What follows belongs to an exercise in optimizing a design on an open flow for small area; a production flow would make more cautious choices.
The RTL was checked by simulation tests, not by an equivalence proof against the original design.

## main
## pio_top
module pio_top (
  input  logic                      clk_25mhz,
  input  logic                      pwr_up_reset_n,
  input  logic [3:0]                cmd_action,
  input  logic                      cmd_mindex,
  input  logic [4:0]                cmd_index,
  input  logic [31:0]               cmd_data,
  output logic [2-1:0]    full,
  output logic [8-1:0]  pins
);
Size: about 54 I/O pins, roughly 0.038 mm² of cells after synthesis.
clock: 10.0 ns
lec_check: 0
cap_margin: 10
core_margin: 2
core_utilization: 40
slew_margin: 10
synth_hierarchical: 1
standard.sh (not shown) runs the stock make flow with config.mk's settings and CLKGATE_MAP_FILE= SYNTH_SCRIPT=/design/flow/synth_recipe.tcl, a recipe that flattens the netlist after the stock synthesis.
==> flow/flow/run.sh <==
#!/bin/bash
# Standard layout with two changes:
# - logic mapping uses an area-oriented ABC script (the flip-flops are mapped
#   before ABC runs, so the registers are those of the standard synthesis);
# - clock tree synthesis adds no dummy loads and clusters up to 30 flip-flops
#   per leaf buffer.
set -euo pipefail
cp -r "$FLOW_HOME/scripts" scripts_area
printf 'strash\ndch\nmap -a\nstrash\ndch\nmap -a\ntopo\n' > scripts_area/abc_speed.script
sed "s#CLKGATE_MAP_FILE= #CLKGATE_MAP_FILE= SCRIPTS_DIR=$PWD/scripts_area #" standard.sh > standard_area.sh
grep -q 'SCRIPTS_DIR=' standard_area.sh
export CTS_ARGS="-sink_clustering_enable -repair_clock_nets -dont_use_dummy_load -buf_list sky130_fd_sc_hd__clkbuf_16 -sink_clustering_size 30 -sink_clustering_max_diameter 80"
bash standard_area.sh > standard.log 2>&1
main finished every step from synthesis to the final layout, and the layout passed the timing, DRC and antenna checks.
[inputs] the feature branch vs main
--- a/flow/flow/run.sh
+++ b/flow/flow/run.sh
@@ -12 +12 @@
-export CTS_ARGS="-sink_clustering_enable -repair_clock_nets -dont_use_dummy_load -buf_list sky130_fd_sc_hd__clkbuf_16 -sink_clustering_size 30 -sink_clustering_max_diameter 80"
+export CTS_ARGS='-sink_clustering_enable -repair_clock_nets -dont_use_dummy_load -buf_list {sky130_fd_sc_hd__clkbuf_8 sky130_fd_sc_hd__clkbuf_16} -sink_clustering_size 30 -sink_clustering_max_diameter 80'
Results
The feature branch: full flow OK, the timing, DRC and antenna checks passed
Summary of the feature branch over main: first-pass GRT wire length flat; global routing met1 resource utilization closely matched the old numbers; logic depth of the worst path, buffers included stayed essentially flat.
From main to the feature branch, die boundary height did not move at all.
Reported for main and the feature branch, antenna violation net count after detailed routing turned out identical to the last digit.
Antenna diode count: the feature branch vs main identical
Diff main..the feature branch | via count | unchanged
Comparing the feature branch against main, there is no change at all in final cell count without fillers.

========
Another version of the RTL of pio_top (not shown whole).
Size: about 3000 cells after synthesis, roughly 870 flip-flops, ~54 I/O pins, about 39000 um^2 of cells after synthesis.
clock: 10.0 ns
lec_check: 0
cap_margin: 20
core_margin: 2
core_utilization: 40
slew_margin: 20
synth_hierarchical: 1
==> flow/flow/run.sh <==
#!/bin/bash
# Standard layout, with clock tree synthesis told not to add dummy loads and to
# cluster more flip-flops per leaf buffer.
set -euo pipefail
export CTS_ARGS="-sink_clustering_enable -repair_clock_nets -dont_use_dummy_load -buf_list sky130_fd_sc_hd__clkbuf_8 -sink_clustering_size 16 -sink_clustering_max_diameter 50"
bash standard.sh > standard.log 2>&1
==> next run, changes <==
==> flow/flow/run.sh (replaced) <==
#!/bin/bash
# Standard layout with two changes: clock tree synthesis adds no dummy loads and
# clusters more flip-flops per leaf buffer, and after global routing the resizer
# downsizes gates off the critical paths (power recovery, any footprint).
set -euo pipefail
export CTS_ARGS="-sink_clustering_enable -repair_clock_nets -dont_use_dummy_load -buf_list sky130_fd_sc_hd__clkbuf_16 -sink_clustering_size 30 -sink_clustering_max_diameter 80"
sed 's/CLKGATE_MAP_FILE= /CLKGATE_MAP_FILE= MATCH_CELL_FOOTPRINT=0 RECOVER_POWER=100 /' standard.sh > standard_rp.sh
grep -q 'RECOVER_POWER=100' standard_rp.sh
bash standard_rp.sh > standard.log 2>&1
=> Now the flow ran to the end with violations: max-capacitance violations, max-slew violations. Cell count falls by about 1.2%. Final area came out lower by 1.1%. Count of clock-buffer cells in the layout fell by 53. Register-to-register slack got worse by 0.02 ns.

port drivers added, routing unchanged:
The flow's constraints put no driver on any port. The routed layouts listed below were extracted and timed again, unchanged, in two steps. Step 1, drivers: a clkbuf_16 drives clk_25mhz and a buf_2 each remaining input, both assumed. Step 2 moves the port delays by t, midway between the first and last clock arrival at a register: inputs arrive t later, outputs are due t later. That takes back most of the time a late clock gives input paths. a / b / c = no drivers / after step 1 / after step 2; a / b = the first two.
| run | t, ns | slack for setup (ns) | hold WS [ns] | latest minus earliest clock arrival (ns) | worst register clock-pin slew, ns |
|---|---|---|---|---|---|
| main | 0.658 | 1.315 / 1.315 / 1.315 | 0.470 / 0.470 / 0.470 | 0.111 / 0.111 | 0.12 / 0.12 |
| the feature branch | 0.658 | 1.315 / 1.315 / 1.315 | 0.470 / 0.470 / 0.470 | 0.111 / 0.111 | 0.12 / 0.12 |
| the first run of note 2 | 0.799 | 1.239 / 1.239 / 1.239 | 0.487 / 0.487 / 0.487 | 0.122 / 0.121 | 0.10 / 0.10 |
| the second run of note 2 | 0.664 | 1.216 / 1.216 / 1.216 | 0.488 / 0.488 / 0.488 | 0.120 / 0.120 | 0.12 / 0.12 |
